This is an optimization exercise on Yosys and OpenROAD, whose aim is small area, not a production implementation.
The RTL was checked by simulation tests, not by an equivalence proof against the original design.
Power and IR drop assume default switching activity.

## flow/design.v (module list and top-level ports; edited modules follow where they fit)
// module medidor_potencia_ca: 2441 lines
module medidor_potencia_ca (
  input  logic        clk,
  input  logic        rst,
  input  logic        enable,
  input  logic        sample_valid,
  input  logic [31:0] tensao,
  input  logic [31:0] corrente,
  output logic [63:0] potencia_media,
  output logic [31:0] v_pico,
  output logic [31:0] i_pico,
  output logic [15:0] window_count,
  output logic        result_valid
);
  // ...
==> flow/run.sh <==
#!/bin/bash
# synth_recipe.tcl (not shown) runs the flow's synth.tcl, then flattens the netlist and writes it again
# the make line also repeats each setting of config.mk as NAME=value (left out here)
make -C /OpenROAD-flow-scripts/flow DESIGN_CONFIG=/design/flow/config.mk WORK_HOME=/design/flow/orfs CLKGATE_MAP_FILE= SYNTH_SCRIPT=/design/flow/synth_recipe.tcl finish
==> flow/config.mk <==
export PLATFORM = sky130hd
export DESIGN_NAME = medidor_potencia_ca
export DESIGN_NICKNAME = medidor_potencia_ca
export VERILOG_FILES = /design/flow/design.v
export SDC_FILE = /design/flow/constraint.sdc
export NUM_CORES = 4
export LEC_CHECK = 0
export CAP_MARGIN = 20
export CORE_MARGIN = 2
export CORE_UTILIZATION = 40
export SLEW_MARGIN = 20
==> flow/constraint.sdc <==
create_clock -name core_clock -period 11.0 [get_ports {clk}]
set_input_delay 2.2000 -clock core_clock [delete_from_list [all_inputs] [get_ports {clk}]]
set_output_delay 2.2000 -clock core_clock [all_outputs]
set_load 0.01 [all_outputs]
==> impl_metrics.env, run 1 <==
export IMPL_firstDrtPassIters=7
export IMPL_ys_top_cells_by_count="inv_1, a22oi_1, fa_1"
export IMPL_power_per_cell_area_nw_per_um2=139.9
export IMPL_clk_pin_slew_ns=0.06
export IMPL_arrival_ns=10.74
export IMPL_synth_avg_cell_area_um2=9.080
export IMPL_cts_resized=0
export IMPL_n_clock_buffer=68
export IMPL_outcome="no timing/DRC/antenna violations"
export IMPL_syn2layout_area_growth_pct=13.06
export IMPL_use_met2=0.3822
export IMPL_start_kind="primary input"
export IMPL_min_path_type="register to register"
export IMPL_post_place_cells=6408
export IMPL_cts_sinks=425
export IMPL_critical_path_class="primary input to register"
export IMPL_p_sw_frac=0.4313
export IMPL_htree_levels=2
export IMPL_pwr_share_seq=0.269
export IMPL_worst_pin_slew_ns=1.158
export IMPL_grt_overflow_total=0
export IMPL_vias=36111
export IMPL_drt_antenna_violating_nets=0
export IMPL_timing_rr_start="running$_SDFF_PP0_"
export IMPL_fillers=10702
export IMPL_gr_max_usage_layer="met2"
export IMPL_synth_area_leaders="fa_1, dfxtp_1, edfxtp_1"
export IMPL_synth_compound_area_share=0.1400
export IMPL_whs_endpoint="res3$_SDFF_PP0_"
export IMPL_place_congestion=0.9708
export IMPL_layout_common_cells="inv_1, a22oi_1, fa_1, nand2_1, xnor2_1"
export IMPL_dieArea_um2=114900
export IMPL_die_y_um=338.9
export IMPL_globalRouteMet3Util=0.06651
export IMPL_p_comb_frac=0.490
export IMPL_fin_skew_ns=0.03714
export IMPL_seq_share=0.1930
export IMPL_num_nonclk_buffers=385
export IMPL_wl_met3_mm=15.00
export IMPL_cp_num_cells=25
export IMPL_clkLatencyLatePin_ns=0.64
export IMPL_ys_dominant_reg_cell="dfxtp_1"
==> run 2: changes to the inputs <==
--- a/flow/config.mk
+++ b/flow/config.mk
@@ -7,5 +7,6 @@
 export LEC_CHECK = 0
 export CAP_MARGIN = 20
 export CORE_MARGIN = 2
-export CORE_UTILIZATION = 40
+export CORE_UTILIZATION = 70
+export CTS_BUF_LIST = sky130_fd_sc_hd__clkbuf_4 sky130_fd_sc_hd__clkbuf_8
 export SLEW_MARGIN = 20
==> run 2 against run 1 <==
  * Critical path depth is 2 higher
  * Register-to-register slack improved by 0.19 ns
  * Clock power down 2%
  * Global-route usage is 17 points higher
  * Sequential share of layout area is 0.27 points higher
  * Critical endpoint is now hold_mean[55]$_DFFE_PP_
  * Largest cell class unchanged
==> impl_metrics.env, run 2 <==
export IMPL_clk_pin_slew_ns=0.06
export IMPL_grt_overflow_total=0
export IMPL_fp_dieW_um=257.2
export IMPL_cts_tree="done"
export IMPL_layout_commonest_cell="inv_1"
export IMPL_final_nets=5807
export IMPL_io_buffers=212
export IMPL_grt_pass1_vias=37688
export IMPL_synth_edff_count=128
export IMPL_drc=0
export IMPL_postCtsHoldBufs=0
export IMPL_cp_max_fo=14
export IMPL_fin_skew_ns=0.07793
export IMPL_start_kind="primary input"
export IMPL_utilization=0.7915
export IMPL_yosys_warnings=2
export IMPL_syn2layout_area_growth_pct=11.49
export IMPL_htree_levels=3
export IMPL_layout_common_cells="inv_1, a22oi_1, fa_1, nand2_1, xnor2_1"
export IMPL_wirelength_mm=141.3
export IMPL_cts_sinks=425
export IMPL_dieArea_um2=66130
export IMPL_ys_top_cells_by_count="inv_1, a22oi_1, fa_1"
export IMPL_coreArea_um2=63200
export IMPL_leakage_nw=21.38
export IMPL_ys_dominant_reg_cell="dfxtp_1"
export IMPL_grt_max_degree=98
export IMPL_top_register="acc"
export IMPL_grt_pass1_wl_mm=219.7
export IMPL_critical_path_class="primary input to register"
export IMPL_die_y_um=257.2
export IMPL_rr_worst_depth=24
export IMPL_synth_top_cell_by_area="fa_1"
export IMPL_ir_worst_vdd_v=0.0003211
export IMPL_setup_violations=0
export IMPL_track_usage=0.4303
export IMPL_drt_antenna_violating_nets=0
export IMPL_synth_seq_cells=425
export IMPL_vias=37710
export IMPL_place_hpwl_mm=104.4
export IMPL_arrival_ns=10.65
export IMPL_rsz0062_at_grt="false"
export IMPL_slew_headroom=0.1982
export IMPL_power_per_cell_area_nw_per_um2=139.2
export IMPL_place_congestion=1.008
export IMPL_worst_pin_slew_ns=1.199
export IMPL_drtIter0Drc=5108
export IMPL_start_util=0.7099
export IMPL_place_ws_ns=0.3074
export IMPL_reg_top3="acc x74, hold_mean x64, potencia_media x64"
export IMPL_drive_gt1_frac=0.07437
export IMPL_syn_inst=4941
export IMPL_final_setup_tns_ns=0
export IMPL_period_share=0.9292
export IMPL_post_cts_buffers=0
export IMPL_clockBufferDepth=3
export IMPL_clock_root_buffer="clkbuf_8"
export IMPL_holdWs_ns=0.3997
export IMPL_setup_slack_ns=0.7791
export IMPL_end_kind="register"
export IMPL_outcome="no timing/DRC/antenna violations"
export IMPL_finalHoldViolCount=0
export IMPL_antenna_found_initial=8
export IMPL_largest_reg_flops=74
export IMPL_min_from="hold_mean[37]$_DFFE_PP_"
export IMPL_required_ns=11.43
export IMPL_ys_types=76
export IMPL_viasPerCell=6.367
export IMPL_r2r_end="hold_mean[55]$_DFFE_PP_"
export IMPL_yosysMostFrequentCell="inv_1"
export IMPL_clkLatencyLatePin_ns=0.74
export IMPL_hold_path_depth=2
export IMPL_drv_cap=0
export IMPL_cts_made_buffers=75
export IMPL_synth_area_leaders="fa_1, dfxtp_1, edfxtp_1"
export IMPL_syn_num_nets=5742
export IMPL_wire_per_inst_um=23.85
export IMPL_netlist_area_um2=44860
export IMPL_async_flop_share=0
export IMPL_reg2reg_setup_slack_ns=2.50
export IMPL_yosysTopAreaCellShare=0.2160
export IMPL_cts_resized=0
export IMPL_whs_endpoint="potencia_media[37]$_SDFFE_PP0P_"
export IMPL_min_path_type="register to register"
export IMPL_ioPinCount=213
export IMPL_timing_rr_start="running$_SDFF_PP0_"
export IMPL_firstDrtPassIters=10
export IMPL_period_needed_ns=10.22
export IMPL_seq_area_frac_synth=0.2182
export IMPL_finalPower_mw=6.963
export IMPL_synth_avg_cell_area_um2=9.080
export IMPL_slew_viol_final=0
export IMPL_floorplan_rows=92
export IMPL_fmax_mhz=97.84
-- run 2: changes by cell type in the layout (fill, tap and decap cells not counted), moves of 3 or more --
| cell | delta |
|---|---|
| clkbuf_8 | +82 |
| clkbuf_16 | -51 |
| clkbuf_4 | +17 |
| buf_4 | +12 |
| clkbuf_1 | -10 |
| clkinv_1 | +8 |
| inv_6 | -5 |
| diode_2 | +4 |
| buf_12 | -3 |
-- run 2: worst max-delay path: stages --
cell and delay [ns]:
clkdlybuf4s50_1 0.64, inv_1 0.15, ha_1 0.32, and2_1 0.48, buf_4 0.33, a22oi_1 0.13, xnor2_1 0.23, fa_1 0.49
fa_1 0.50, inv_1 0.05, fa_1 0.49, inv_1 0.06, fa_1 0.41, inv_1 0.09, fa_1 0.43, fa_1 0.45
ha_1 0.42, a21o_1 0.21, o21bai_1 0.17, a31oi_1 0.15, a21oi_1 0.09, a311oi_1 0.34, o221ai_1 0.48, a221oi_1 0.68
nand2_1 0.23, a31oi_1 0.30, xnor2_1 0.11
-- run 2: through the flow --
step	area, um2	cells
6_report	50020	5923
5_1_grt	50020	5921
4_1_cts	50000	5915
3_5_place_dp	48280	5775
3_3_place_gp	48280	5775
2_1_floorplan	44860	4941
-- run 2: cell type report --
type | instances | area, um2
antenna | 8 | 20.02
clock buffer | 106 | 1353
clock inverter | 34 | 365.4
fill | 4333 | 13180
inverter | 696 | 2615
multi-input combinational | 3414 | 31060
sequential | 425 | 9789
tap | 846 | 1059
timing repair buffer | 394 | 3756
-- run 2: power breakdown --
part / internal [mW] / switching, mW
Sequential: 1.87 / 0.0422
Clock: 0.932 / 0.742
Combinational: 1.15 / 2.23
-- run 2: kinds of logic after synthesis --
logic type | after synthesis | share of synthesized area
flip-flops | 425 | 0.2182
buffers and inverters | 1102 | 0.09239
adder cells (fa/ha/maj) | 738 | 0.2865
AO/OA/AOI/OAI | 897 | 0.1400
AND/OR/NAND/NOR | 1017 | 0.1121
XOR/XNOR | 698 | 0.1363
multiplexers | 64 | 0.01456
-- run 2: worst max path at each step --
stage	start	end	depth (start not counted)
2_1_floorplan	enable	hold_mean[61]$_DFFE_PP_	30
3_3_place_gp	corrente[23]	hold_mean[63]$_DFFE_PP_	27
3_5_place_dp	corrente[23]	hold_mean[55]$_DFFE_PP_	27
4_1_cts	corrente[23]	hold_mean[63]$_DFFE_PP_	27
5_1_grt	corrente[23]	hold_mean[63]$_DFFE_PP_	27
6_report	corrente[23]	hold_mean[55]$_DFFE_PP_	27
-- run 2: layer usage --
layer / vias up / wire length, um / GRT usage
li1: 16336 / - / -
met1: 18036 / 53300 / 0.5777
met2: 2741 / 58330 / 0.6124
met3: 595 / 22000 / 0.1750
met4: 2 / 7620 / 0.1865
met5: - / 10 / 0

==> static timing again, ports no longer ideal <==
The flow's constraints put no driver on any port. The routed layouts listed below were extracted and timed again, unchanged, in two steps. Step 1 assumes that a clkbuf_16 drives the clock port and a buf_2 every other input. Step 2 also shifts input and output timing later by t, the mid clock arrival at the registers, as if the neighbouring blocks saw the same clock. a / b / c = ideal / step 1 / step 2; a / b = the first two.
run | t, ns | slack for setup (ns) | hold slack, ns | pins driven straight from the clock port
run 1 | 0.699 | 0.586 / 0.625 / -0.074 | 0.425 / 0.425 / 0.425 | 1
run 2 | 0.766 | 0.779 / 0.809 / 0.044 | 0.400 / 0.400 / 0.400 | 1
With both steps, setup timing fails in run 1, where it was met with ideal ports. The setup slack of run 2, which loses most, moves by +0.030 ns with the drivers and by -0.735 ns with both steps.
